What follows belongs to an exercise in optimizing a design on an open flow for small area, a short achievable clock period and few clock cycles per item; a production flow would make more cautious choices.
Where RTL was checked, it was by simulation tests only, not by an equivalence proof against the original.

==> run H: inputs <==
Design prefix_add_unit, start of the top module:
module prefix_add_unit (
  input  logic         clk_i,
  input  logic         rst_i,
  input  logic         flush_i,
  input  logic         req_valid_i,
  output logic         req_ready_o,
  input  logic [255:0] req_a_i,
  input  logic [255:0] req_b_i,
  input  logic         req_sub_i,
  input  logic         req_cin_i,
  output logic         resp_valid_o,
  input  logic         resp_ready_i,
  output logic [255:0] resp_sum_o,
  output logic         resp_cout_o,
  output logic         resp_ovf_o,
  output logic         busy_o
);
Settings: LEC_CHECK=0, CAP_MARGIN=20, CORE_ASPECT_RATIO=0.33, CORE_MARGIN=2, CORE_UTILIZATION=45, SETUP_SLACK_MARGIN=1.6, SLEW_MARGIN=20, SYNTH_HIERARCHICAL=1, SYNTH_MINIMUM_KEEP_SIZE=0, BUFFER_PORTS_ARGS=-buffer_cell sky130_fd_sc_hd__buf_1; clock period 5.5 ns.
standard.sh (not shown) runs the stock make flow with config.mk's settings and CLKGATE_MAP_FILE= SYNTH_SCRIPT=/design/flow/synth_recipe.tcl, a recipe that flattens the netlist after the stock synthesis.
==> flow/flow/run.sh <==
#!/bin/bash
# Standard ORFS layout, except that the port buffers are the smallest
# buffer cell (buf_1) instead of the cell buffer_ports picks by default.
set -e
echo 'export BUFFER_PORTS_ARGS = -buffer_cell sky130_fd_sc_hd__buf_1' >> "$FLOW_CONFIG"
bash standard.sh > standard.log 2>&1
==> inputs of run P, as changes to run H <==
--- a/flow/design.v
+++ b/flow/design.v
@@ -89,18 +89,16 @@
   input  logic               cin,
   output logic [SLICE_W-1:0] sum,
   output logic               cout,
   output logic               c_msb    
 );
   logic [SLICE_W-1:0] x;
   logic [SLICE_W-1:0] gn;
   logic [SLICE_W-1:0] pn;
-  logic               subn;
-  logic [SLICE_W/16-1:0] subq;
   logic g_1_0;
   logic g_3_2;
   logic p_3_2;
   logic g_5_4;
   logic p_5_4;
   logic g_7_6;
   logic p_7_6;
   logic g_9_8;
@@ -1114,24 +1112,20 @@
   logic g_248_0;
   logic g_250_0;
   logic g_252_0;
   logic pi_254_254;
   logic g_254_0;
   for (genvar i = 0; i < SLICE_W; i++) begin : g_x
     prefix_xcell u_x (.a(a[i]), .b(b[i]), .x(x[i]));
   end
-  prefix_invcell u_subn (.a(sub), .y(subn));
-  for (genvar k = 0; k < SLICE_W / 16; k++) begin : g_sub
-    prefix_invcell u_sub (.a(subn), .y(subq[k]));
-  end
   for (genvar i = 1; i < SLICE_W; i++) begin : g_pg
-    prefix_pgcell u_pg (.a(a[i]), .x(x[i]), .sub(subq[i / 16]), .gn(gn[i]), .pn(pn[i]));
+    prefix_pgcell u_pg (.a(a[i]), .x(x[i]), .sub(sub), .gn(gn[i]), .pn(pn[i]));
   end
-  prefix_pg0cell u_pg0 (.a(a[0]), .x(x[0]), .sub(subq[0]), .cin(cin), .gn(gn[0]), .pn(pn[0]));
+  prefix_pg0cell u_pg0 (.a(a[0]), .x(x[0]), .sub(sub), .cin(cin), .gn(gn[0]), .pn(pn[0]));
   prefix_gcell #(.IH(1), .IL(1), .IO(0)) u_g_1_0 (.gh(gn[1]), .ph(pn[1]), .gl(gn[0]), .go(g_1_0));
   prefix_gcell #(.IH(1), .IL(1), .IO(0)) u_g_3_2 (.gh(gn[3]), .ph(pn[3]), .gl(gn[2]), .go(g_3_2));
   prefix_pcell #(.IA(1), .IB(1), .IO(0)) u_p_3_2 (.pa(pn[3]), .pb(pn[2]), .po(p_3_2));
   prefix_gcell #(.IH(1), .IL(1), .IO(0)) u_g_5_4 (.gh(gn[5]), .ph(pn[5]), .gl(gn[4]), .go(g_5_4));
   prefix_pcell #(.IA(1), .IB(1), .IO(0)) u_p_5_4 (.pa(pn[5]), .pb(pn[4]), .po(p_5_4));
   prefix_gcell #(.IH(1), .IL(1), .IO(0)) u_g_7_6 (.gh(gn[7]), .ph(pn[7]), .gl(gn[6]), .go(g_7_6));
   prefix_pcell #(.IA(1), .IB(1), .IO(0)) u_p_7_6 (.pa(pn[7]), .pb(pn[6]), .po(p_7_6));
   prefix_gcell #(.IH(1), .IL(1), .IO(0)) u_g_9_8 (.gh(gn[9]), .ph(pn[9]), .gl(gn[8]), .go(g_9_8));
==> flow/config.mk (replaced) <==
export PLATFORM = sky130hd
export DESIGN_NAME = prefix_add_unit
export DESIGN_NICKNAME = prefix_add_unit
export VERILOG_FILES = /design/flow/design.v
export SDC_FILE = /design/flow/constraint.sdc
export NUM_CORES = 4
export LEC_CHECK = 0
export CAP_MARGIN = 20
export CORE_MARGIN = 2
export CORE_UTILIZATION = 30
export PLACE_DENSITY = 0.8
export SETUP_SLACK_MARGIN = 1.5
export SLEW_MARGIN = 20
export SYNTH_HIERARCHICAL = 1
export SYNTH_MINIMUM_KEEP_SIZE = 0
export BUFFER_PORTS_ARGS = -buffer_cell sky130_fd_sc_hd__buf_1
==> inputs of run X, as changes to run H <==
--- a/flow/design.v
+++ b/flow/design.v
@@ -89,18 +89,16 @@
   input  logic               cin,
   output logic [SLICE_W-1:0] sum,
   output logic               cout,
   output logic               c_msb    
 );
   logic [SLICE_W-1:0] x;
   logic [SLICE_W-1:0] gn;
   logic [SLICE_W-1:0] pn;
-  logic               subn;
-  logic [SLICE_W/16-1:0] subq;
   logic g_1_0;
   logic g_3_2;
   logic p_3_2;
   logic g_5_4;
   logic p_5_4;
   logic g_7_6;
   logic p_7_6;
   logic g_9_8;
@@ -1114,24 +1112,20 @@
   logic g_248_0;
   logic g_250_0;
   logic g_252_0;
   logic pi_254_254;
   logic g_254_0;
   for (genvar i = 0; i < SLICE_W; i++) begin : g_x
     prefix_xcell u_x (.a(a[i]), .b(b[i]), .x(x[i]));
   end
-  prefix_invcell u_subn (.a(sub), .y(subn));
-  for (genvar k = 0; k < SLICE_W / 16; k++) begin : g_sub
-    prefix_invcell u_sub (.a(subn), .y(subq[k]));
-  end
   for (genvar i = 1; i < SLICE_W; i++) begin : g_pg
-    prefix_pgcell u_pg (.a(a[i]), .x(x[i]), .sub(subq[i / 16]), .gn(gn[i]), .pn(pn[i]));
+    prefix_pgcell u_pg (.a(a[i]), .x(x[i]), .sub(sub), .gn(gn[i]), .pn(pn[i]));
   end
-  prefix_pg0cell u_pg0 (.a(a[0]), .x(x[0]), .sub(subq[0]), .cin(cin), .gn(gn[0]), .pn(pn[0]));
+  prefix_pg0cell u_pg0 (.a(a[0]), .x(x[0]), .sub(sub), .cin(cin), .gn(gn[0]), .pn(pn[0]));
   prefix_gcell #(.IH(1), .IL(1), .IO(0)) u_g_1_0 (.gh(gn[1]), .ph(pn[1]), .gl(gn[0]), .go(g_1_0));
   prefix_gcell #(.IH(1), .IL(1), .IO(0)) u_g_3_2 (.gh(gn[3]), .ph(pn[3]), .gl(gn[2]), .go(g_3_2));
   prefix_pcell #(.IA(1), .IB(1), .IO(0)) u_p_3_2 (.pa(pn[3]), .pb(pn[2]), .po(p_3_2));
   prefix_gcell #(.IH(1), .IL(1), .IO(0)) u_g_5_4 (.gh(gn[5]), .ph(pn[5]), .gl(gn[4]), .go(g_5_4));
   prefix_pcell #(.IA(1), .IB(1), .IO(0)) u_p_5_4 (.pa(pn[5]), .pb(pn[4]), .po(p_5_4));
   prefix_gcell #(.IH(1), .IL(1), .IO(0)) u_g_7_6 (.gh(gn[7]), .ph(pn[7]), .gl(gn[6]), .go(g_7_6));
   prefix_pcell #(.IA(1), .IB(1), .IO(0)) u_p_7_6 (.pa(pn[7]), .pb(pn[6]), .po(p_7_6));
   prefix_gcell #(.IH(1), .IL(1), .IO(0)) u_g_9_8 (.gh(gn[9]), .ph(pn[9]), .gl(gn[8]), .go(g_9_8));
==> flow/flow/run.sh (replaced) <==
#!/bin/bash
# Standard ORFS layout, except that the port buffers are the smallest
# buffer cell (buf_1) instead of the cell buffer_ports picks by default.
set -e
echo 'export BUFFER_PORTS_ARGS = -buffer_cell sky130_fd_sc_hd__buf_1' >> "$FLOW_CONFIG"
echo "export RECOVER_POWER = 50" >> "$FLOW_CONFIG"
bash standard.sh > standard.log 2>&1
==> flow/config.mk (replaced) <==
export PLATFORM = sky130hd
export DESIGN_NAME = prefix_add_unit
export DESIGN_NICKNAME = prefix_add_unit
export VERILOG_FILES = /design/flow/design.v
export SDC_FILE = /design/flow/constraint.sdc
export NUM_CORES = 4
export LEC_CHECK = 0
export CAP_MARGIN = 20
export CORE_MARGIN = 2
export CORE_UTILIZATION = 30
export SETUP_SLACK_MARGIN = 1.6
export SLEW_MARGIN = 20
export SYNTH_HIERARCHICAL = 1
export SYNTH_MINIMUM_KEEP_SIZE = 0
export BUFFER_PORTS_ARGS = -buffer_cell sky130_fd_sc_hd__buf_1
export RECOVER_POWER = 50
==> flow_metrics.py <==
metrics = {
    "final_layout": {
        "syn_to_final_growth_pct": 51.4,
    },
    "route": {
        "vias": 20400,
    },
    "global_route": {
        "use_met2_pct": 47.0,
        "grt_first_pass_wirelength_um": 106000,
    },
    "run_status": {
        "status": "finished clean",
    },
}
The numbers above come from run H.

==> flow_metrics.py <==
metrics = {
    "run_status": {
        "status": "complete, but fails checks",
        "so_faults": "max-capacitance violations, max-slew violations",
    },
    "sta": {
        "maxSlewViolCount": 260,
    },
    "global_route": {
        "use_met2_pct": 36.7,
    },
    "route": {
        "vias": 19500,
    },
    "run": {
        "maxCapViolCount": 2,
    },
    "final_layout": {
        "syn_to_final_growth_pct": 36.5,
    },
}
The numbers above come from run X.

==> flow_metrics.py <==
metrics = {
    "run_status": {
        "status": "finished clean",
    },
    "final_layout": {
        "seq_cell_count": 259,
        "syn_to_final_growth_pct": 36.0,
    },
    "global_route": {
        "use_met2_pct": 37.9,
        "grt_first_pass_wirelength_um": 118000,
    },
    "sta": {
        "setup_ws_ps": 1540,
    },
}
The numbers above come from run P.

Testbench counts of run P, summed over its fixed seeds: cycles 1,288, items 1,280.
Testbench counts of run X, summed over its fixed seeds: cycles 1,288, items 1,280.
No functional check of the RTL was part of run H.

## afterwards: timing with drivers on the ports
In the flow no input, the clock included, has a driving cell. The finished layouts below were timed again as built, in two steps. Step 1, drivers: a clkbuf_16 drives clk_i and a buf_2 each remaining input, both assumed. Step 2 times the ports against the registers' clock, not the clock port: input delays grow and output delays shrink by t, the midpoint of the rising clock arrivals with the driver on. a / b / c = ideal / step 1 / step 2; a / b = the first two.
| run | t, ns | setup WS [ns] | clock arrival spread, ns |
|---|---|---|---|
| run H | 0.623 | 1.511 / 1.530 / 0.906 | 0.031 / 0.031 |
| run P | 0.598 | 1.535 / 1.437 / 0.839 | 0.021 / 0.022 |
| run X | 0.593 | 1.064 / 1.097 / 0.504 | 0.015 / 0.015 |
The setup slack of run P, which loses most, moves by -0.098 ns with the drivers and by -0.696 ns with both steps.
